Context: an optimization exercise on an open-source flow, tuned for small area, a short achievable clock period and few clock cycles. The choices shown serve that exercise and are no tape-out recipe. RTL that was checked went through simulation tests only; none was proved equivalent to the original. Function not checked in runs 4 and 5: the RTL went through the layout flow alone. Power and IR drop assume default switching activity.

File: flow/flow/run.sh
#!/bin/bash
# Standard synthesis and layout; ports are buffered with buf_2 cells and the
# layout's timing repair aims for extra setup slack (the clock period and
# constraints are unchanged).
set -euo pipefail
bash standard.sh synth > synth.log 2>&1
bash standard.sh "BUFFER_PORTS_ARGS=-buffer_cell sky130_fd_sc_hd__buf_2" SETUP_SLACK_MARGIN=9.4 finish > layout.log 2>&1
File: flow/standard.sh
#!/bin/bash
# synth_recipe.tcl (not shown) runs the flow's synth.tcl, then flattens the netlist and writes it again
# the make line also repeats each setting of config.mk as NAME=value (left out here)
make -C /OpenROAD-flow-scripts/flow DESIGN_CONFIG=/design/flow/config.mk WORK_HOME=/design/flow/orfs CLKGATE_MAP_FILE= SYNTH_SCRIPT=/design/flow/synth_recipe.tcl "${@:-finish}"
File: flow/config.mk
export PLATFORM = sky130hd
export DESIGN_NAME = rc_frame_drive_command
export DESIGN_NICKNAME = rc_frame_drive_command
export VERILOG_FILES = /design/flow/design.v
export SDC_FILE = /design/flow/constraint.sdc
export NUM_CORES = 4
export LEC_CHECK = 0
export ABC_AREA = 1
export CAP_MARGIN = 20
export CORE_MARGIN = 2
export CORE_UTILIZATION = 40
export CTS_BUF_LIST = sky130_fd_sc_hd__clkbuf_8 sky130_fd_sc_hd__clkbuf_16
export SLEW_MARGIN = 20
File: flow/constraint.sdc
create_clock -name core_clock -period 13.0 [get_ports {clk}]
set_input_delay 2.6000 -clock core_clock [delete_from_list [all_inputs] [get_ports {clk}]]
set_output_delay 2.6000 -clock core_clock [all_outputs]
set_load 0.01 [all_outputs]
File: flow/design.v
module rc_frame_drive_command (
    input  logic        clk,
    input  logic        rst_n,
    input  logic        rx_valid,
    output logic        rx_ready,
    input  logic [7:0]  rx_byte,
    input  logic        rx_buffer_end,
    input  logic        rx_quick_stop_enabled,
    output logic        cmd_valid,
    input  logic        cmd_ready,
    output logic        cmd_frame_valid,
    output logic signed [9:0] cmd_linear_velocity,
    output logic signed [9:0] cmd_angular_velocity,
    output logic        cmd_manual_mode,
    output logic        cmd_startup_set,
    output logic [2:0]  cmd_startup_value,
    output logic [1:0]  cmd_stop_code,
    input  logic        cfg_we,
    input  logic [7:0]  cfg_wdata
);
    localparam logic [1:0] C4_DOWN = 2'd1;
    localparam logic [1:0] C4_UP   = 2'd2;
    localparam logic [1:0] C4_MID  = 2'd3;
    localparam logic [1:0] S11_MID  = 2'd0;
    localparam logic [1:0] S11_UP   = 2'd1;
    localparam logic [1:0] S11_DOWN = 2'd2;
    logic [4:0] cnt;             
    logic       ok;              
    logic       rdy_n;           
    logic       cp, cp_qs;       
    logic       cp2;             
    logic       cv;
    logic       sel_s;           
    logic       op_init, op_corr, op_any;  
    logic [10:0] wt, ws;         
    logic [8:0]  rem;
    logic        f_ge, f_le;     
    logic [1:0]  c4p;
    logic        sw9p;
    logic [1:0]  s11p;
    logic [7:0]  thr;
    logic [8:0]  ht, hs;         
    logic [1:0]  c4h;
    logic        sw9h;
    logic        sset_n;         
    logic [2:0]  sval_x;         
    logic [9:0]  lin, ang;
    logic        fv_o;
    logic [1:0]  stop_o;
    logic fire, fire_end, c1;
    assign fire     = rx_valid & ~rdy_n;
    assign fire_end = fire & rx_buffer_end;
    assign c1       = cp & ~cp2 & ~cv;
    logic cp_n, cp2_n, cv_n;
    always_comb begin
        cp_n  = fire_end | (cp & ~c1);
        cp2_n = c1;
        cv_n  = cp2 | (cv & ~cmd_ready);
    end
    always_ff @(posedge clk or negedge rst_n) begin
        if (!rst_n) begin
            cnt <= '0;
            cp  <= 1'b0;
            cp2 <= 1'b0;
            cv  <= 1'b0;
            rdy_n <= 1'b0;
        end else begin
            if (fire)
                cnt <= rx_buffer_end ? 5'd0 : (cnt == 5'd25) ? cnt : cnt + 5'd1;
            cp  <= cp_n;
            cp2 <= cp2_n;
            cv  <= cv_n;
            rdy_n <= cp_n & (cp2_n | cv_n);
        end
    end
    always_ff @(posedge clk) begin
        if (fire) begin
            if (rx_buffer_end && cnt < 5'd24)
                ok <= 1'b0;
            else if (cnt == 5'd0)
                ok <= (rx_byte == 8'h0f);
            else if (cnt == 5'd24)
                ok <= ok & (rx_byte == 8'h00);
            sel_s   <= cnt >= 5'd13;
            op_init <= !rx_buffer_end && (cnt == 5'd3 || cnt == 5'd13);
            op_corr <= !rx_buffer_end && (cnt == 5'd12 || cnt == 5'd22);
            op_any  <= !rx_buffer_end && cnt >= 5'd3 && cnt <= 5'd22;
        end
        if (fire_end)
            cp_qs <= rx_quick_stop_enabled;
    end
    always_ff @(posedge clk) begin
        if (fire) begin
            case (cnt)
                5'd6: begin    
                    f_ge <= rx_byte[7:4] >= 4'd14;
                    f_le <= rx_byte[7:4] <= 4'd2;
                end
                5'd13: begin   
                    f_ge <= rx_byte[7:3] >= 5'd30;
                    f_le <= rx_byte[7:3] <= 5'd18;
                end
                5'd16: begin   
                    f_ge <= rx_byte[7:1] >= 7'd30;
                    f_le <= rx_byte[7:1] <= 7'd50;
                end
                default: ;
            endcase
            if (cnt == 5'd7) begin    
                if (rx_byte[6:0] > 7'd105 || (rx_byte[6:0] == 7'd105 && f_ge))
                    c4p <= C4_UP;
                else if (rx_byte[6:0] < 7'd19 || (rx_byte[6:0] == 7'd19 && f_le))
                    c4p <= C4_DOWN;
                else
                    c4p <= C4_MID;
            end
            if (cnt == 5'd14)         
                sw9p <= rx_byte[5:0] < 6'd9 || (rx_byte[5:0] == 6'd9 && f_le);
            if (cnt == 5'd17) begin   
                if (rx_byte[3:0] > 4'd13 || (rx_byte[3:0] == 4'd13 && f_ge))
                    s11p <= S11_DOWN;
                else if (rx_byte[3:0] < 4'd2 || (rx_byte[3:0] == 4'd2 && f_le))
                    s11p <= S11_UP;
                else
                    s11p <= S11_MID;
            end
        end
    end
    logic        d_init, d_step, d_corr, d_op;
    logic [10:0] wsrc, wnew;
    logic        neg;
    logic [8:0]  th1, th2, k0, k1, k2, kk;
    logic [8:0]  xin, kq, base, binc, yinc;
    logic [7:0]  aconst;
    logic        ge1, ge2, ci;
    logic [8:0]  rem_n, rem_i;
    always_comb begin
        d_init = op_init;
        d_corr = op_corr;
        d_op   = op_any;
        d_step = op_any & ~op_init & ~op_corr;
        wsrc   = sel_s ? ws : wt;
        neg   = sel_s ? (wsrc >= 11'd938) : (wsrc >= 11'd1001);
        rem_i = (wsrc[10:8] == 3'd7) ? 9'd3 : 9'(wsrc[10:8] * 6'd50);
        case ({d_corr, wsrc[10]})
            2'b00:   begin th1 = 9'd174; th2 = 9'd347; k0 = 9'd0;  k1 = 9'(-347); k2 = 9'(-694); end
            2'b01:   begin th1 = 9'd149; th2 = 9'd322; k0 = 9'd50; k1 = 9'(-297); k2 = 9'(-644); end
            2'b10:   begin th1 = 9'd0;   th2 = 9'd33;  k0 = 9'd0;  k1 = 9'd0;      k2 = 9'd0;      end
            default: begin th1 = 9'd0;   th2 = 9'd32;  k0 = 9'd0;  k1 = 9'd0;      k2 = 9'd0;      end
        endcase
        ge1 = rem >= th1;
        ge2 = rem >= th2;
        kk  = ge2 ? k2 : ge1 ? k1 : k0;
        rem_n = {rem[7:0], 1'b0} + kk;
        aconst = (sel_s ? 8'd135 : 8'd144) + {7'd0, wsrc[10]};
        xin  = wsrc[8:0] ^ {9{d_corr}};
        kq   = d_corr ? {1'b0, aconst} : 9'd0;
        ci   = ge2 ^ d_corr;
        base = xin + kq;
        binc = base + 9'd1;
        yinc = ci ? binc : base;
        if (d_init)
            wnew = {wsrc[7:0], neg, 1'b0, (wsrc[10:8] == 3'd7)};
        else
            wnew = {wsrc[9], yinc, ge1 & ~ge2 & ~d_corr};
    end
    always_ff @(posedge clk) begin
        if (fire) begin
            if (cnt == 5'd2)
                wt[4:0] <= rx_byte[7:3];
            if (cnt == 5'd3)
                wt[10:5] <= rx_byte[5:0];
            if (cnt == 5'd5)
                ws[6:0] <= rx_byte[7:1];
            if (cnt == 5'd6)
                ws[10:7] <= rx_byte[3:0];
            if (d_op) begin
                if (sel_s)
                    ws <= wnew;
                else
                    wt <= wnew;
            end
            if (d_init) begin
                rem <= rem_i;
            end else if (d_step)
                rem <= rem_n;
        end
    end
    logic [1:0] c4_new;
    logic [8:0] thrm;
    logic [7:0] at, as;
    logic       get, ges;
    always_comb begin
        c4_new = ok ? c4p : c4h;
        thrm = {1'b0, thr} - 9'd1;
        at   = ht[7:0] ^ {8{ht[8]}};
        as   = hs[7:0] ^ {8{hs[8]}};
        get  = ($signed({2'b00, at}) + $signed({~thrm[8], ~thrm}) + $signed({9'd0, ht[8]})) >= 0;
        ges  = ($signed({2'b00, as}) + $signed({~thrm[8], ~thrm}) + $signed({9'd0, hs[8]})) >= 0;
    end
    always_ff @(posedge clk or negedge rst_n) begin
        if (!rst_n) begin
            thr  <= 8'd10;
            c4h  <= C4_MID;
            sw9h <= 1'b0;
            sset_n <= 1'b0;
            sval_x <= 3'd0;
            lin  <= '0;
            ang  <= '0;
        end else begin
            if (cfg_we)
                thr <= cfg_wdata;
            if (c1 && ok) begin
                c4h  <= c4p;
                sw9h <= sw9p;
                case (s11p)
                    S11_MID:  begin sset_n <= 1'b0; sval_x <= 3'd0; end   
                    S11_DOWN: begin sset_n <= 1'b0; sval_x <= 3'd3; end   
                    default: begin
                        sset_n <= sval_x[2];
                        sval_x <= {1'b1, 1'b0, sval_x[2]};
                    end
                endcase
            end
            if (cp2 && sw9h) begin
                lin <= get ? {ht[8], ht} + {ht, 1'b0} : '0;
                ang <= ges ? {hs, 1'b0} : '0;
            end
        end
    end
    always_ff @(posedge clk) begin
        if (c1 && ok) begin
            ht <= wt[9:1];
            hs <= ws[9:1];
        end
    end
    always_ff @(posedge clk) begin
        if (c1) begin
            fv_o   <= ok;
            stop_o <= cp_qs ? c4_new : 2'd0;
        end
    end
    assign rx_ready             = ~rdy_n;
    assign cmd_valid            = cv;
    assign cmd_frame_valid      = fv_o;
    assign cmd_linear_velocity  = lin;
    assign cmd_angular_velocity = ang;
    assign cmd_manual_mode      = sw9h;
    assign cmd_startup_set      = ~sset_n;
    assign cmd_startup_value    = {~sval_x[2], sval_x[1], ~sval_x[0]};
    assign cmd_stop_code        = stop_o;
endmodule
==> results of run 1 <==
[placed cells by master, fill, tap and decap left out, types with 39 or more instances in the layout]
master	netlist	routed
nor2_1	60	55
nand2_1	223	217
buf_2	9	50
o21ai_0	76	70
inv_1	112	108
edfxtp_1	65	65
ha_1	63	62
dfrtp_1	39	39
nand3_1	62	60
[layer usage]
metal / GRT usage [%] / wire, microns
met1: 24.7 / 8120
met2: 30.4 / 8370
met3: 2.94 / 851
met4: 4.78 / 275
met5: 0 / 0
[cells by family after synthesis]
| logic type | Yosys count |
|---|---|
| AND/OR/NAND/NOR | 391 |
| AO/OA/AOI/OAI | 157 |
| buffers and inverters | 140 |
| flip-flops | 108 |
| adder cells (fa/ha/maj) | 66 |
| XOR/XNOR | 40 |
| multiplexers | 5 |
| other | 1 |
[area by class of cell]
class                           instances  area, sq um
Clock buffer                            9          225
Timing Repair Buffer                   63          355
Clock inverter                          7         50.0
Timing Repair inverter                  1         5.00
Multi-Input combinational cell        660         3930
Tap cell                              229          287
Fill cell                            1782         9740
Inverter                              119          458
Sequential cell                       108         3030
[final timing paths]
path	endpoint	slack, ns
min in group asynchronous	ang[5]	2.22
max in group asynchronous	cnt[0]	10.37
hold reg to reg	c4h[0]	0.46
setup reg to reg	rem[7]	9.59
hold / removal	c4h[0]	0.46
setup / recovery	rem[6]	9.41
[sequential cells by signal, indices dropped and copies added, names as in the netlist, 2 cells and up]
register	flops
ws	11
wt	11
lin	10
ang	9
hs	9
ht	9
rem	9
thr	8
cnt	5
sval_x	3
c4h	2
c4p	2
s11p	2
stop_o	2
[report_power, final]
group | internal (uW) | leakage, uW | switching [uW]
clock | 131 | 0.000131 | 125
combinational | 339 | 0.00267 | 560
sequential | 502 | 0.00116 | 81.3
total | 972 | 0.00396 | 767
[synthesized netlist by cell type (all sizes together), types with 5 or more instances]
master	n
nand2	231
inv	118
o21ai	82
nand3	66
edfxtp	65
nor2	65
ha	63
dfrtp	39
a21oi	35
xor2	34
buf	13
o211ai	10
clkbuf	8
nor3	8
nand3b	7
o22ai	6
xnor2	6
a31oi	5
nand4	5
[per-stage QoR]
step / hold WS (ns) / util [%] / cell area [sq um]
global placement: 0.444 / 43.7 / 7900
floorplan: 0.426 / - / 7440
finish: 0.463 / 46.1 / 8340
CTS: 0.463 / 45.4 / 8220
detailed placement: 0.446 / 43.7 / 7900
global route: 0.484 / 46.1 / 8340
[timing repair]
item / in CTS / in global routing
setup buffers: 3 / 6
gates cloned: 1 / 0
endpoints found under the setup margin: 25 / 40
pin swaps: 1 / 3
resized for setup: 5 / 30
[worst min-delay path, cell delays in order (launching register included)]
cell     delay [ns]
dfstp_2        0.37
nand2_1        0.05
nand2_1        0.04
==> results.toml, run 1 <==
[timing]
fin_setup_tns_ns = 0
relSlewSlack_pct = 37.6
period_share_pct = 27.6
clock_skew_ns = 0.00840
rsz0062_at_grt = "yes"
tightest_slew_ns = 0.935
min_period_ns = 3.59
layout_setup_ws_ns = 9.41
drv_slew = 0
setup_viol = 0
fmax_mhz = 279
hold_viol_final = 0

[cells_and_area]
layout.cells.non_filler = 1196
drive_gt1_share_pct = 14.2
syn2layout_area_growth_pct = 12.3
diodes = 0
fin_nets = 1051

[detailed_routing]
first_pass_iters = 5
remaining_drc_errors = 0
drt-initial-drc-count = 425
drt-vias-per-instance = 5.14
antenna_left = 0
wl_per_cell_microns = 14.7
postRouteWirelength_mm = 17.6
vias = 6151

[power_and_ir_drop]
p_leak_uw = 0.00396
finalPower_uw = 1740
power_density_nw_per_um2 = 208
vdd_ir_drop_max_mv = 0.121

[yosys]
synth_seq_area_share_pct = 40.8
syn_area_per_cell_sq_um = 8.18
yosysTopAreaCellShare_pct = 26.3
synth_area_leaders = "edfxtp_1, dfrtp_1, nand2_1"
synth_cell_types = 54
synth_simple_gate_area_share_pct = 22.8
synth_top_family_by_area = "simple AND/OR/NAND/NOR gates"
synth-seq-cells = 108
synth_area_leader_cell = "edfxtp_1"
synth_edf_count = 65
muxShareOfSynthArea_pct = 0.690
synthAdderAreaFrac_pct = 11.4
ys_warn_count = 1
syn-instance-count = 908
synth_area_sq_um = 7430
synth_xor_area_share_pct = 4.72
synth_nets = 997
ys.flop_type = "edfxtp_1"
synth-compound-area-share_pct = 12.0
synthArstFlopShare_pct = 39.8

[global_route]
antenna_found_initial = 0
grt_max_degree = 44
overflow = 0
grt_pass1_wl_mm = 28.9
grt_pass1_vias = 5880
groute.usage.overall_pct = 18.2

[floorplanning]
die_x_microns = 140
io_pins = 53
fp-row-count = 49
start_util_pct = 41.1
dieHeight_microns = 140
die_area_sq_um = 19700
core_region_area_sq_um = 18100

[hold_path]
hold_depth = 2
hp-class = "flip-flop to flip-flop"
hold_start = "c4h[0]"

[setup_path]
timing.rr.start = "sel_s"
cp_slowest_cell = "a21oi_1"
start_kind = "input pin"
reg2reg_depth = 22
worst-path-buf-inv = 1
startpoint = "rx_valid"
cp_num_cells = 3
endpoint_kind = "flip-flop"
crit_family = "compound AO/OA/AOI/OAI gates"
cp_data_arrival_time_ns = 3.56
crit_chain = "buf_2, nand2_4, a21oi_1"
required_ns = 12.98
path_class = "input pin to flip-flop"
crit_path_max_fanout = 9
slowest_delay_ns = 0.74

[clock_tree]
cts_tree = "built"
postCtsHoldBufs = 0
clockBufferDepth = 2
cts_inserted_buffers = 9
htreeDepth = 3
clk_latency_ns = 0.35
clk_pin_slew_ns = 0.07
clock-sinks = 108
cts_root_buf = "clkbuf_16"

[run_status]
status = "finished clean"

[placement]
dp_slack_ns = 8.70
hpwl_mm = 13.6
place_inst = 1170
io_buffer_count = 51
routabilityCongestion = 0.893

[flow_run]
maxCapViolCount = 0
Testbench counts, summed over its fixed seeds: cycles 48,105.
==> run 2, diff against run 1 <==
--- a/flow/flow/run.sh
+++ b/flow/flow/run.sh
@@ -5,3 +5,3 @@
 set -euo pipefail
 bash standard.sh synth > synth.log 2>&1
-bash standard.sh "BUFFER_PORTS_ARGS=-buffer_cell sky130_fd_sc_hd__buf_2" SETUP_SLACK_MARGIN=9.4 finish > layout.log 2>&1
+bash standard.sh "BUFFER_PORTS_ARGS=-buffer_cell sky130_fd_sc_hd__buf_2" SETUP_SLACK_MARGIN=9.6 finish > layout.log 2>&1
--- a/flow/config.mk
+++ b/flow/config.mk
@@ -10,4 +10,3 @@
 export CORE_MARGIN = 2
 export CORE_UTILIZATION = 40
-export CTS_BUF_LIST = sky130_fd_sc_hd__clkbuf_8 sky130_fd_sc_hd__clkbuf_16
 export SLEW_MARGIN = 20
==> results.toml, run 2 <==
[clock_tree]
cts_tree = "built"
clockBufferDepth = 2
cts_inserted_buffers = 9
clock-sinks = 108
clk_latency_ns = 0.35
clk_pin_slew_ns = 0.07
cts_root_buf = "clkbuf_16"
htreeDepth = 3

[detailed_routing]
wl_per_cell_microns = 15.0
postRouteWirelength_mm = 18.3
vias = 6219
drt-vias-per-instance = 5.11
antenna_left = 0
first_pass_iters = 5
remaining_drc_errors = 0
drt-initial-drc-count = 286

[flow_run]
maxCapViolCount = 0

[power_and_ir_drop]
power_density_nw_per_um2 = 214
vdd_ir_drop_max_mv = 0.111
power.switching_uw = 811
swShare_pct = 43.6
p_clk_share_pct = 14.8
pwr-share-comb_pct = 53.5
intPower_uw = 1050
seqPwrFrac_pct = 31.7
p_leak_uw = 0.00410

[setup_path]
cp_slowest_cell = "dfrtp_1"
slowest_delay_ns = 0.38
crit_path_max_fanout = 2
required_ns = 10.40
start_kind = "flip-flop"
crit_chain = "inv_1, buf_2"
endpoint_kind = "output port"
path_class = "flip-flop to output port"
crit_family = "flip-flops"
worst-path-buf-inv = 2
cp_data_arrival_time_ns = 0.93

[timing]
relSlewSlack_pct = 35.3
min_period_ns = 3.53
rsz0062_at_grt = "yes"
period_share_pct = 27.2
drv_slew = 0
whs_ns = 0.467
fin_setup_tns_ns = 0
clock_skew_ns = 0.0169
fmax_mhz = 283
setup_viol = 0
tightest_slew_ns = 0.971
hold_viol_final = 0

[yosys]
synth_area_sq_um = 7430
synth_seq_area_share_pct = 40.8
synth-seq-cells = 108
synth_edf_count = 65
syn_area_per_cell_sq_um = 8.18
synth-compound-area-share_pct = 12.0
synth_top_family_by_area = "simple AND/OR/NAND/NOR gates"
synthAdderAreaFrac_pct = 11.4
yosysTopAreaCellShare_pct = 26.3
synth_cell_types = 54
syn-instance-count = 908
synthTopCellsByCount = "nand2_1, inv_1, o21ai_0, edfxtp_1, ha_1"
ys.flop_type = "edfxtp_1"
synth_area_leaders = "edfxtp_1, dfrtp_1, nand2_1"
synth_area_leader_cell = "edfxtp_1"
synthArstFlopShare_pct = 39.8
synth_simple_gate_area_share_pct = 22.8
synth_xor_area_share_pct = 4.72
muxShareOfSynthArea_pct = 0.690
synth.most_common_cell = "nand2_1"
synth_nets = 997
ys_warn_count = 1

[global_route]
overflow = 0
antenna_found_initial = 0
grt_pass1_vias = 5962
groute.usage.overall_pct = 18.3
grt_max_degree = 44
grt_pass1_wl_mm = 29.2

[cells_and_area]
fillers = 1754
diodes = 0
layout.cells.non_filler = 1217
final_cell_mix = "nand2_1, inv_1, o21ai_0"
register_area_sq_um = 3030
final_common_cell = "nand2_1"
syn2layout_area_growth_pct = 17.1
fin_area_sq_um = 8700
fin_nets = 1072
reg.largest.list = "ws x11, wt x11, lin x10"
drive_gt1_share_pct = 18.9
multiInputGateArea_sq_um = 4080

[placement]
place_inst = 1169
io_buffer_count = 51
hpwl_mm = 13.6
dpl_cell_area_sq_um = 7910
routabilityCongestion = 0.897

[run_status]
status = "finished clean"

[floorplanning]
start_util_pct = 41.1
die_area_sq_um = 19700
core_region_area_sq_um = 18100
dieHeight_microns = 140
fp-row-count = 49
die_x_microns = 140
io_pins = 53

[hold_path]
hp-class = "flip-flop to flip-flop"
## run 2: cell count changes in the layout (fill, tap and decap cells not counted), moves of 4 or more
cell,before,now
a21oi_2,1,7
buf_4,12,31
buf_6,0,5
a21oi_1,34,28
ha_4,0,4
ha_1,62,57
inv_1,108,104
nand2_1,217,213
## run 2: cell families after synthesis
logic type,Yosys count
simple gates,391
compound gates,157
buf+inv,140
flops,108
fa+ha+maj,66
xor+xnor,40
mux,5
other cells,1
## run 2: metrics by stage
step	util, %	power (uW)	worst slack [ns]
2_1_floorplan	-	1210	9.46
3_3_place_gp	43.7	1440	8.96
3_5_place_dp	43.7	1440	8.84
4_1_cts	46.3	1760	9.46
5_1_grt	48.1	2020	9.38
6_report	48.1	1860	9.47
## run 2: per-layer routing
metal	up-vias	share of wire [%]	GRT usage, %
met5	-	0	0
met2	146	48	31.0
met1	2867	46	24.4
met3	20	4.9	3.49
met4	0	1.2	4.52
li1	3186	-	-
## run 2: worst reg2reg max path: stages, from the launching register on
cell and delay [ns]:
edfxtp_1 0.45, inv_4 0.04, or2_4 0.26, o21ai_4 0.09, nand2_4 0.13, buf_4 0.17, buf_4 0.12, buf_4 0.12
ha_1 0.26, nand2_1 0.05, nand2_1 0.06, nand2_1 0.06, nand2_2 0.08, nand3_2 0.08, o21ai_2 0.09, inv_1 0.07
fa_2 0.36, o21ai_2 0.16, nand2_1 0.08, nand2_1 0.10, a21oi_2 0.07, xor2_1 0.15, o22ai_1 0.07
## run 2: cell type report
class | instances | share of cell area [%]
clock buffers | 11 | 2.92
clock inverters | 5 | 0.475
inverters | 119 | 5.28
multi-input cells | 660 | 46.9
flip-flops and latches | 108 | 34.9
well taps | 229 | 3.29
repair buffers | 84 | 6.20
repair inverters | 1 | 0.0863
## run 2: repair_timing
action | CTS | global route
hold endpoints to repair | 0 | 0
gates cloned | 1 | 0
hold buffers | 0 | 0
pin swaps | 2 | 20
endpoints found under the setup margin | 85 | 49
buffers inserted | 17 | 14
gates resized for setup | 12 | 56
## run 2: worst paths after layout
check / startpoint / endpoint / slack (ns) / cells past startpoint
worst max register to register: sel_s / rem[7] / 9.61 / 22
min in group asynchronous: rst_n / ang[5] / 2.39 / 1
max in group asynchronous: rst_n / sval_x[2] / 9.99 / 1
worst min-delay path: c4h[1] / c4h[1] / 0.47 / 2
worst max-delay path: sval_x[2] / cmd_startup_value[2] / 9.47 / 2
worst min register to register: c4h[1] / c4h[1] / 0.47 / 2
## run 2: power by group through the flow
stage	Sequential (uW)	Combinational, uW	Clock, uW
4_1_cts	584	891	282
6_report	589	994	276
3_5_place_dp	596	847	0
5_1_grt	600	1130	296
3_3_place_gp	598	841	0
2_1_floorplan	573	639	0
==> run 3, diff against run 2 <==
==> flow/run.sh (new file) <==
#!/bin/bash
# synth_recipe.tcl (not shown) runs the flow's synth.tcl, then flattens the netlist and writes it again
# the make line also repeats each setting of config.mk as NAME=value (left out here)
make -C /OpenROAD-flow-scripts/flow DESIGN_CONFIG=/design/flow/config.mk WORK_HOME=/design/flow/orfs CLKGATE_MAP_FILE= SYNTH_SCRIPT=/design/flow/synth_recipe.tcl finish
--- a/flow/config.mk
+++ b/flow/config.mk
@@ -10,3 +10,4 @@
 export CORE_MARGIN = 2
 export CORE_UTILIZATION = 40
+export SETUP_SLACK_MARGIN = 5
 export SLEW_MARGIN = 20
removed: flow/flow/run.sh
removed: flow/standard.sh
==> results.toml, run 3 <==
[run_status]
status = "finished clean"

[detailed_routing]
postRouteWirelength_mm = 17.4
first_pass_iters = 5
drt-vias-per-instance = 5.11
antenna_left = 0
vias = 6066
remaining_drc_errors = 0
wl_per_cell_microns = 14.7
drt-initial-drc-count = 325

[setup_path]
endpoint_kind = "flip-flop"
required_ns = 13.08
path_class = "flip-flop to flip-flop"
slowest_delay_ns = 0.84
crit_chain = "inv_2, or2_1, o21ai_2, nand2_1, ha_1, nand2_1, o21a_1, o21ai_0, nand2_1, nand2_1, nand2_1, nand2_1, nand3_1, o21ai_0, inv_1, fa_1, o21ai_0, nand2_1, nand2_1, a21oi_1, xor2_1, o22ai_1"
start_kind = "flip-flop"
path_common_cell = "nand2_1"
crit_path_max_fanout = 19
reg2reg_depth = 22
cp_slowest_cell = "edfxtp_1"
cp_data_arrival_time_ns = 4.60

[yosys]
syn-instance-count = 908
synth_simple_gate_area_share_pct = 22.8
ys_warn_count = 1
synthTopCellsByCount = "nand2_1, inv_1, o21ai_0, edfxtp_1, ha_1"
yosysTopAreaCellShare_pct = 26.3
synth_edf_count = 65
ys.flop_type = "edfxtp_1"
synthAdderAreaFrac_pct = 11.4
muxShareOfSynthArea_pct = 0.690
synth_xor_area_share_pct = 4.72
synth_seq_area_share_pct = 40.8
synth-seq-cells = 108
syn_area_per_cell_sq_um = 8.18
synth_cell_types = 54
synth_area_sq_um = 7430
synth-compound-area-share_pct = 12.0
synth_top_family_by_area = "simple AND/OR/NAND/NOR gates"
synth.most_common_cell = "nand2_1"
synth_area_leaders = "edfxtp_1, dfrtp_1, nand2_1"
synth_nets = 997
synthArstFlopShare_pct = 39.8
synth_area_leader_cell = "edfxtp_1"

[clock_tree]
clk_pin_slew_ns = 0.08
htreeDepth = 3
cts_inserted_buffers = 9
clock-sinks = 108
clk_latency_ns = 0.35
cts_root_buf = "clkbuf_16"
cts_setup_buffers = 0
cts_resized = 0
clockBufferDepth = 2
cts_tree = "built"
postCtsHoldBufs = 0

[placement]
routabilityCongestion = 0.899
io_buffer_count = 51
hpwl_mm = 13.4

[global_route]
grt_pass1_wl_mm = 28.6
groute.usage.overall_pct = 17.9
grt_max_degree = 44
overflow = 0
antenna_found_initial = 0
grt_pass1_vias = 5735

[cells_and_area]
multiInputGateArea_sq_um = 3840
syn2layout_area_growth_pct = 13.4
postLayoutCoreUtil_pct = 46.6
reg.largest.list = "ws x11, wt x11, lin x10"
final_common_cell = "nand2_1"
fillers = 1790
final_cell_mix = "nand2_1, inv_1, o21ai_0"
fin_nets = 1041
register_area_sq_um = 3030
diodes = 0
drive_gt1_share_pct = 5.43

[timing]
rsz0062_at_grt = "no"
clock_skew_ns = 0.0108
setup_viol = 0
fmax_mhz = 221
min_period_ns = 4.53
drv_slew = 0
relSlewSlack_pct = 42.1
period_share_pct = 34.8
fin_setup_tns_ns = 0
tightest_slew_ns = 0.869
hold_viol_final = 0

[flow_run]
maxCapViolCount = 0

[floorplanning]
start_util_pct = 41.1
io_pins = 53
core_region_area_sq_um = 18100
die_area_sq_um = 19700
fp-row-count = 49
die_x_microns = 140
dieHeight_microns = 140

[hold_path]
hold_depth = 2
hp-class = "flip-flop to flip-flop"

[power_and_ir_drop]
finalPower_uw = 1730
vdd_ir_drop_max_mv = 0.0994
p_leak_uw = 0.00388
power_density_nw_per_um2 = 205
-- run 3: cell types whose count changed in the layout (fill, tap and decap cells not counted), moves of 5 or more --
cell	previous run	this run
a21oi_1	28	35
ha_1	57	63
buf_6	5	0
nor2_1	54	59
nand2_1	213	223
clkdlybuf4s50_1	0	50
a21oi_2	7	0
buf_2	47	0
o21ai_0	67	76
inv_1	104	111
buf_4	31	3
nand2_2	12	5
-- run 3: metal layers --
layer,global-route usage [%],vias up,routed length [microns],share of wire [%]
met2,29.3,149,7940,46
li1,-,3114,-,-
met5,0,-,0,0
met3,2.80,20,799,4.6
met4,4.47,0,301,1.7
met1,24.9,2783,8370,48
-- run 3: worst max-delay path, delay by kind of cell (launching register included) --
kind | cells | cell delay (ns)
AO/OA/AOI/OAI | 7 | 1.01
XOR/XNOR | 1 | 0.13
adder cells (fa/ha/maj) | 2 | 0.77
buffers and inverters | 2 | 0.36
flip-flops | 1 | 0.84
AND/OR/NAND/NOR | 10 | 1.15
-- run 3: logic make-up after synthesis --
logic type / after synthesis
and+or+nand+nor: 391
AOI/OAI and AO/OA: 157
buffers and inverters: 140
DFF: 108
adders and majority gates: 66
xor gates and xnor gates: 40
muxes: 5
other: 1
-- run 3: report_power, final --
group          switching, uW  total, uW  internal [uW]
registers               89.7        591            502
logic                    524        880            356
clock network            124        254            130
total                    738       1730            988
-- run 3: worst paths after layout --
path                       start  endpoint  slack [ns]
setup / recovery           sel_s    rem[7]        8.47
hold / removal              sw9p      sw9h        0.46
setup reg to reg           sel_s    rem[7]        8.47
hold reg to reg             sw9p      sw9h        0.46
max in group asynchronous  rst_n      sw9h       10.32
min in group asynchronous  rst_n    ang[5]        2.25
-- run 3: layout make-up --
class / instances / area share (%)
sequential: 108 / 36.0
clock inverter: 6 / 0.460
multi-input combinational: 660 / 45.6
inverter: 119 / 5.30
tap: 229 / 3.40
clock buffer: 10 / 2.72
timing repair buffer: 54 / 6.53
-- run 3: metrics by stage --
stage | instances | worst slack, ns | hold slack, ns | instance area [sq um]
after floorplan | 908 | 9.11 | 0.426 | 7430
after global placement | 1169 | 8.22 | 0.441 | 8130
after detailed placement | 1169 | 8.16 | 0.440 | 8130
after CTS | 1185 | 8.49 | 0.464 | 8390
after global routing | 1186 | 8.09 | 0.477 | 8420
final | 1186 | 8.47 | 0.459 | 8420
==> run 4, diff against run 3 <==
--- a/flow/design.v
+++ b/flow/design.v
@@ -131,7 +131,6 @@
     logic        neg;
     logic [8:0]  th1, th2, k0, k1, k2, kk;
-    logic [8:0]  xin, kq, base, binc, yinc;
-    logic [7:0]  aconst;
-    logic        ge1, ge2, ci;
+    logic [8:0]  ax, sum, yinc;
+    logic        ge1, ge2;
     logic [8:0]  rem_n, rem_i;
     always_comb begin
@@ -143,25 +142,23 @@
         neg   = sel_s ? (wsrc >= 11'd938) : (wsrc >= 11'd1001);
         rem_i = (wsrc[10:8] == 3'd7) ? 9'd3 : 9'(wsrc[10:8] * 6'd50);
-        case ({d_corr, wsrc[10]})
-            2'b00:   begin th1 = 9'd174; th2 = 9'd347; k0 = 9'd0;  k1 = 9'(-347); k2 = 9'(-694); end
-            2'b01:   begin th1 = 9'd149; th2 = 9'd322; k0 = 9'd50; k1 = 9'(-297); k2 = 9'(-644); end
-            2'b10:   begin th1 = 9'd0;   th2 = 9'd33;  k0 = 9'd0;  k1 = 9'd0;      k2 = 9'd0;      end
-            default: begin th1 = 9'd0;   th2 = 9'd32;  k0 = 9'd0;  k1 = 9'd0;      k2 = 9'd0;      end
+        case ({d_corr, d_corr & sel_s, wsrc[10]})
+            3'b000:  begin th1 = 9'd174; th2 = 9'd347; k0 = 9'd0;  k1 = 9'(-347); k2 = 9'(-694); end
+            3'b001:  begin th1 = 9'd149; th2 = 9'd322; k0 = 9'd50; k1 = 9'(-297); k2 = 9'(-644); end
+            3'b100:  begin th1 = 9'd0;   th2 = 9'd33;  k0 = 9'd0;  k1 = 9'd145;    k2 = 9'd144;    end
+            3'b101:  begin th1 = 9'd0;   th2 = 9'd32;  k0 = 9'd0;  k1 = 9'd146;    k2 = 9'd145;    end
+            3'b110:  begin th1 = 9'd0;   th2 = 9'd33;  k0 = 9'd0;  k1 = 9'd136;    k2 = 9'd135;    end
+            default: begin th1 = 9'd0;   th2 = 9'd32;  k0 = 9'd0;  k1 = 9'd137;    k2 = 9'd136;    end
         endcase
         ge1 = rem >= th1;
         ge2 = rem >= th2;
         kk  = ge2 ? k2 : ge1 ? k1 : k0;
-        rem_n = {rem[7:0], 1'b0} + kk;
-        aconst = (sel_s ? 8'd135 : 8'd144) + {7'd0, wsrc[10]};
-        xin  = wsrc[8:0] ^ {9{d_corr}};
-        kq   = d_corr ? {1'b0, aconst} : 9'd0;
-        ci   = ge2 ^ d_corr;
-        base = xin + kq;
-        binc = base + 9'd1;
-        yinc = ci ? binc : base;
+        ax  = d_corr ? ~wsrc[8:0] : {rem[7:0], 1'b0};
+        sum = ax + kk;
+        rem_n = sum;
+        yinc = wsrc[8:0] + {8'd0, ge2};
         if (d_init)
             wnew = {wsrc[7:0], neg, 1'b0, (wsrc[10:8] == 3'd7)};
         else
-            wnew = {wsrc[9], yinc, ge1 & ~ge2 & ~d_corr};
+            wnew = d_corr ? {wsrc[9], sum, 1'b0} : {wsrc[9], yinc, ge1 & ~ge2};
     end
     always_ff @(posedge clk) begin
==> flow/flow/run.sh (new file) <==
#!/bin/bash
# Standard synthesis and layout; ports are buffered with buf_2 cells and the
# layout's timing repair aims for extra setup slack (the clock period and
# constraints are unchanged).
set -euo pipefail
bash standard.sh synth > synth.log 2>&1
bash standard.sh "BUFFER_PORTS_ARGS=-buffer_cell sky130_fd_sc_hd__buf_2" SETUP_SLACK_MARGIN=9.3 finish > layout.log 2>&1
==> flow/standard.sh (new file) <==
#!/bin/bash
# synth_recipe.tcl (not shown) runs the flow's synth.tcl, then flattens the netlist and writes it again
# the make line also repeats each setting of config.mk as NAME=value (left out here)
make -C /OpenROAD-flow-scripts/flow DESIGN_CONFIG=/design/flow/config.mk WORK_HOME=/design/flow/orfs CLKGATE_MAP_FILE= SYNTH_SCRIPT=/design/flow/synth_recipe.tcl "${@:-finish}"
--- a/flow/config.mk
+++ b/flow/config.mk
@@ -10,4 +10,3 @@
 export CORE_MARGIN = 2
 export CORE_UTILIZATION = 40
-export SETUP_SLACK_MARGIN = 5
 export SLEW_MARGIN = 20
removed: flow/run.sh
==> results.toml, run 4 <==
[timing]
tightest_slew_ns = 1.05
period_share_pct = 31.0
hold_viol_final = 0
rsz0062_at_grt = "yes"
min_period_ns = 4.03
fmax_mhz = 248
setup_viol = 0
fin_setup_tns_ns = 0
relSlewSlack_pct = 29.7
drv_slew = 0
clock_skew_ns = 0.00927

[yosys]
synth_cell_types = 55
synth-seq-cells = 108
synth_nets = 967
synth.most_common_cell = "nand2_1"
syn_area_per_cell_sq_um = 8.29
synth_area_sq_um = 7360
synth_seq_area_share_pct = 41.2
synth_edf_count = 65
ys.flop_type = "edfxtp_1"
yosysTopAreaCellShare_pct = 26.5
syn-instance-count = 887
ys_warn_count = 1
synth_area_leader_cell = "edfxtp_1"
synthArstFlopShare_pct = 39.8
synthTopCellsByCount = "nand2_1, inv_1, o21ai_0, edfxtp_1, ha_1"
synth_area_leaders = "edfxtp_1, dfrtp_1, nand2_1"

[global_route]
grt_max_degree = 44
groute.usage.overall_pct = 19.5
overflow = 0
antenna_found_initial = 0
grt_pass1_wl_mm = 30.6
grt_pass1_vias = 5879

[flow_run]
maxCapViolCount = 0

[cells_and_area]
fillers = 1799
reg.largest.list = "ws x11, wt x11, lin x10"
syn2layout_area_growth_pct = 17.6
drive_gt1_share_pct = 19.2
diodes = 0
layout.cells.non_filler = 1193
final_cell_mix = "nand2_1, inv_1, o21ai_0"
final_common_cell = "nand2_1"
fin_nets = 1039
fin_area_sq_um = 8650

[detailed_routing]
postRouteWirelength_mm = 19.1
drt-vias-per-instance = 5.26
vias = 6274
antenna_left = 0
remaining_drc_errors = 0
drt-initial-drc-count = 523
wl_per_cell_microns = 16.0
first_pass_iters = 5

[clock_tree]
postCtsHoldBufs = 0
clk_pin_slew_ns = 0.08
clk_latency_ns = 0.36
clockBufferDepth = 2
htreeDepth = 3
cts_root_buf = "clkbuf_16"
clock-sinks = 108
cts_inserted_buffers = 9
cts_tree = "built"

[floorplanning]
io_pins = 53
start_util_pct = 40.8
die_area_sq_um = 19500
core_region_area_sq_um = 18000
die_x_microns = 140
fp-row-count = 49
dieHeight_microns = 140

[power_and_ir_drop]
power_density_nw_per_um2 = 230
vdd_ir_drop_max_mv = 0.0966
p_leak_uw = 0.00398

[setup_path]
crit_path_max_fanout = 5
start_kind = "flip-flop"
path_class = "flip-flop to flip-flop"
endpoint_kind = "flip-flop"
required_ns = 13.09
cp_data_arrival_time_ns = 4.12

[run_status]
status = "finished clean"

[placement]
hpwl_mm = 14.2
io_buffer_count = 51
place_inst = 1146
dpl_cell_area_sq_um = 7880
routabilityCongestion = 0.881

[hold_path]
hp-class = "flip-flop to flip-flop"
run 4: cell count changes after synthesis, sizes merged, moves of 5 or more:
cell,previous run,this run
nand2,231,196
o21ai,82,108
nor2,65,51
nand3,66,57
xor2,34,25
ha,63,55
nand4,5,13
inv,118,125
o211ai,10,15
run 4: critical path, cell delays in order (launching register included):
cell and delay, ns:
edfxtp_1 0.40, buf_12 0.14, inv_8 0.03, nor2_4 0.11, inv_2 0.06, o21ai_4 0.10
inv_2 0.09, nor2_4 0.15, inv_4 0.08, ha_4 0.16, or2_4 0.22, a211oi_2 0.18
nand4_1 0.20, buf_4 0.21, nor2_4 0.13, nand2_2 0.08, nand3_4 0.10, buf_4 0.11
inv_2 0.04, ha_4 0.24, nand3_1 0.09, nand3_2 0.12, buf_4 0.13, xor2_2 0.14
o21ai_0 0.11, o22ai_2 0.24, o21ai_1 0.09
run 4: power breakdown:
group	switching, uW	internal (uW)
Combinational	652	448
Clock	136	153
Sequential	93.6	506
Total	882	1110
run 4: layout make-up:
| class | instances | area [sq um] | share of cell area [%] |
|---|---|---|---|
| Sequential cell | 108 | 3030 | 35.1 |
| Timing Repair Buffer | 85 | 554 | 6.41 |
| Multi-Input combinational cell | 628 | 3980 | 46.0 |
| Tap cell | 229 | 287 | 3.31 |
| Clock buffer | 9 | 225 | 2.60 |
| Timing Repair inverter | 1 | 5.00 | 0.0579 |
| Clock inverter | 7 | 85.1 | 0.984 |
| Inverter | 126 | 487 | 5.63 |
run 4: cells by family (layout without fill, tap and decap cells):
kind of cell / count (synthesis) / in the layout / share of synthesized area (%)
compound gates: 196 / 196 / 16.0
xor+xnor: 31 / 31 / 3.69
fa+ha+maj: 57 / 57 / 9.90
buf+inv: 151 / 228 / 8.32
flops: 108 / 108 / 41.2
mux: 1 / 1 / 0.153
other cells: 1 / 1 / 0.0510
simple gates: 342 / 342 / 20.7
run 4: metal layers:
metal	vias up	track usage, %	wire [microns]
met5	-	0	0
met4	0	4.32	291
met3	18	2.82	1160
met2	209	31.9	8810
met1	2891	27.7	8800
li1	3156	-	-
run 4: per-stage QoR:
stage	power (uW)	setup WS (ns)	util (%)	hold slack [ns]
2_1_floorplan	1260	9.18	-	0.426
3_5_place_dp	1520	8.39	43.7	0.448
5_1_grt	2150	8.75	48.0	0.487
4_1_cts	1920	9.15	47.2	0.465
3_3_place_gp	1520	8.49	43.7	0.432
6_report	1990	8.97	48.0	0.460
run 4: final timing paths:
kind | startpoint | end | slack [ns] | cells past startpoint
max | sel_s | ws[4] | 8.97 | 26
min | sw9p | sw9h | 0.46 | 2
max reg2reg | sel_s | ws[4] | 8.97 | 26
min reg2reg | sw9p | sw9h | 0.46 | 2
max in group asynchronous | rst_n | c4h[0] | 10.38 | 1
min in group asynchronous | rst_n | ang[1] | 2.23 | 1
run 4: what timing repair did:
action | in CTS | in global routing
resized for setup | 41 | 20
gates cloned | 1 | 1
pin swaps | 32 | 15
buffers inserted | 18 | 11
setup endpoints to repair | 35 | 35
==> run 5, diff against run 4 <==
--- a/flow/flow/run.sh
+++ b/flow/flow/run.sh
@@ -5,3 +5,3 @@
 set -euo pipefail
 bash standard.sh synth > synth.log 2>&1
-bash standard.sh "BUFFER_PORTS_ARGS=-buffer_cell sky130_fd_sc_hd__buf_2" SETUP_SLACK_MARGIN=9.3 finish > layout.log 2>&1
+bash standard.sh "BUFFER_PORTS_ARGS=-buffer_cell sky130_fd_sc_hd__buf_2" SETUP_SLACK_MARGIN=9.0 finish > layout.log 2>&1
==> results.toml, run 5 <==
[run_status]
status = "finished clean"

[detailed_routing]
drt-initial-drc-count = 508
antenna_left = 0
first_pass_iters = 5
vias = 6356
postRouteWirelength_mm = 19.4
drt-vias-per-instance = 5.37
remaining_drc_errors = 0
wl_per_cell_microns = 16.4

[setup_path]
required_ns = 13.12
start_kind = "flip-flop"
worst-path-buf-inv = 7
path_class = "flip-flop to flip-flop"
endpoint_kind = "flip-flop"
crit_family = "simple AND/OR/NAND/NOR gates"
slowest_delay_ns = 0.44
crit_chain = "buf_12, buf_6, o21ai_4, inv_2, nor2_4, inv_4, ha_4, or2_4, a211oi_2, nand4_1, buf_4, nor2_4, o31ai_2, ha_1, nand2_1, inv_1, nand4_1, nand3_2, xnor2_2, nand2_1, nand3_1, o21ai_2, o21ai_1, inv_1"
ff2ff_setup_slack_ns = 8.94
crit_path_max_fanout = 5
cp_slowest_cell = "edfxtp_1"
cp_data_arrival_time_ns = 4.18

[yosys]
synthTopCellsByCount = "nand2_1, inv_1, o21ai_0, edfxtp_1, ha_1"
ys_warn_count = 1
syn_area_per_cell_sq_um = 8.29
synth-seq-cells = 108
synth_edf_count = 65
synth_area_sq_um = 7360
synth_area_leader_cell = "edfxtp_1"
yosysTopAreaCellShare_pct = 26.5
ys.flop_type = "edfxtp_1"
synth.most_common_cell = "nand2_1"
synth_area_leaders = "edfxtp_1, dfrtp_1, nand2_1"
synth_nets = 967
synthArstFlopShare_pct = 39.8
syn-instance-count = 887
synth_seq_area_share_pct = 41.2
synth_cell_types = 55

[cells_and_area]
syn2layout_area_growth_pct = 16.0
final_cell_mix = "nand2_1, inv_1, o21ai_0"
drive_gt1_share_pct = 17.8
reg.largest.list = "ws x11, wt x11, lin x10"
diodes = 0
fin_nets = 1029
final_common_cell = "nand2_1"

[timing]
relSlewSlack_pct = 31.9
setup_viol = 0
layout_setup_ws_ns = 8.94
min_period_ns = 4.06
hold_viol_final = 0
fin_setup_tns_ns = 0
period_share_pct = 31.2
clock_skew_ns = 0.00954
fmax_mhz = 246
rsz0062_at_grt = "yes"
drv_slew = 0
tightest_slew_ns = 1.02

[clock_tree]
clockBufferDepth = 2
clk_latency_ns = 0.36
cts_tree = "built"
cts_inserted_buffers = 9
htreeDepth = 3
clk_pin_slew_ns = 0.09
cts_root_buf = "clkbuf_16"
clock-sinks = 108

[floorplanning]
io_pins = 53
dieHeight_microns = 140
die_area_sq_um = 19500
start_util_pct = 40.8
fp-row-count = 49
die_x_microns = 140
core_region_area_sq_um = 18000

[power_and_ir_drop]
power.switching_uw = 879
power_density_nw_per_um2 = 228
pwr-share-comb_pct = 54.5
vdd_ir_drop_max_mv = 0.0960
swShare_pct = 45.1
p_clk_share_pct = 14.7
p_leak_uw = 0.00392
seqPwrFrac_pct = 30.8
intPower_uw = 1070
finalPower_uw = 1950

[global_route]
grt_pass1_vias = 6147
overflow = 0
groute.usage.overall_pct = 20.1
grt_max_degree = 44
grt_pass1_wl_mm = 31.3
antenna_found_initial = 0

[placement]
io_buffer_count = 51
dp_slack_ns = 8.29
routabilityCongestion = 0.884
hpwl_mm = 14.4

[flow_run]
maxCapViolCount = 0

[hold_path]
hp-class = "flip-flop to flip-flop"
-- run 5: repair_timing --
action	CTS	global route
hold buffers	0	0
setup buffers	10	10
endpoints found under the setup margin	27	19
cloned	1	0
pin swaps	6	23
gates resized for setup	24	36
hold endpoints to repair	0	0
-- run 5: kinds of logic (layout without fill, tap and decap cells) --
| logic type | count (synthesis) | count (layout) | synth area share (%) |
|---|---|---|---|
| AOI/OAI and AO/OA | 196 | 196 | 16.0 |
| xor gates and xnor gates | 31 | 31 | 3.69 |
| adders and majority gates | 57 | 57 | 9.90 |
| buffers and inverters | 151 | 218 | 8.32 |
| DFF | 108 | 108 | 41.2 |
| muxes | 1 | 1 | 0.153 |
| other | 1 | 1 | 0.0510 |
| and+or+nand+nor | 342 | 342 | 20.7 |
-- run 5: per-stage QoR --
step	util, %	instances	hold slack (ns)	area [sq um]
floorplan	-	887	0.426	7370
global placement	43.3	1145	0.436	7800
detailed placement	43.3	1145	0.452	7800
CTS	46.0	1172	0.469	8300
global route	47.4	1183	0.482	8540
finish	47.4	1183	0.469	8540
-- run 5: routing by layer --
layer | vias up | share of wire, % | global-route usage, %
met4 | 0 | 2.1 | 5.74
met5 | - | 0 | 0
li1 | 3149 | - | -
met2 | 222 | 46 | 32.7
met1 | 2958 | 46 | 27.7
met3 | 27 | 6.3 | 3.44
-- run 5: cell type report --
class | instances | area, sq um
Tap cell | 229 | 287
Sequential cell | 108 | 3030
Clock inverter | 7 | 76.3
Multi-Input combinational cell | 628 | 3910
Inverter | 126 | 482
Clock buffer | 9 | 225
Timing Repair Buffer | 76 | 524
Fill cell | 1817 | 9490
-- run 5: power groups by stage --
stage                     registers, uW  clock network (uW)  logic [uW]
after floorplan                     580                   0         662
after global placement              602                   0         891
after detailed placement            602                   0         898
after CTS                           598                 293         947
after global routing                612                 303        1190
final                               599                 287        1060
-- run 5: worst paths after layout --
path,start,endpoint,cells after the start
min in group asynchronous,rst_n,ang[1],1
setup / recovery,sel_s,wt[7],24
hold reg to reg,c4h[0],c4h[0],2
hold / removal,c4h[0],c4h[0],2
max in group asynchronous,rst_n,c4h[0],2
setup reg to reg,sel_s,wt[7],24
-- run 5: worst reg2reg max path: stages (launching register included) --
cell and delay [ns]:
edfxtp_1 0.44, buf_12 0.16, buf_6 0.12, o21ai_4 0.21
inv_2 0.08, nor2_4 0.15, inv_4 0.08, ha_4 0.16
or2_4 0.22, a211oi_2 0.22, nand4_1 0.19, buf_4 0.21
nor2_4 0.13, o31ai_2 0.07, ha_1 0.34, nand2_1 0.09
inv_1 0.05, nand4_1 0.10, nand3_2 0.12, xnor2_2 0.21
nand2_1 0.07, nand3_1 0.09, o21ai_2 0.09, o21ai_1 0.15
inv_1 0.05

==> afterwards: timing with drivers on the ports <==
The flow's constraints put no driver on any port. The routed layouts listed below were extracted and timed again, unchanged, in two steps.
Step 1 (the two cells are an assumption about what drives the block):
set clk [get_ports {clk}]
set_driving_cell -lib_cell sky130_fd_sc_hd__clkbuf_16 $clk
set_driving_cell -lib_cell sky130_fd_sc_hd__buf_2 [delete_from_list [all_inputs] $clk]
Step 2, shift: input delay + t, output delay - t, t = (earliest + latest rising clock arrival at the registers) / 2. This alone moves slack from input paths to output paths.
a / b / c = ideal / step 1 / step 2; a / b = the first two.
run	t, ns	slack for setup (ns)	hold slack, ns	worst setup path after step 2	latest minus earliest clock arrival (ns)
run 1	0.385	9.415 / 9.435 / 9.050	0.463 / 0.463 / 0.463	input to register	0.010 / 0.010
run 2	0.387	9.470 / 9.428 / 9.277	0.467 / 0.467 / 0.467	input to register	0.018 / 0.018
run 3	0.377	8.473 / 8.473 / 8.473	0.459 / 0.459 / 0.459	register to register	0.013 / 0.013
run 4	0.398	8.973 / 8.973 / 8.912	0.460 / 0.460 / 0.460	input to register	0.010 / 0.010
run 5	0.406	8.942 / 8.942 / 8.769	0.469 / 0.469 / 0.469	input to register	0.010 / 0.010
After both steps every run listed still meets setup and hold. The setup slack of run 1, which loses most, moves by +0.020 ns with the drivers and by -0.365 ns with both steps.
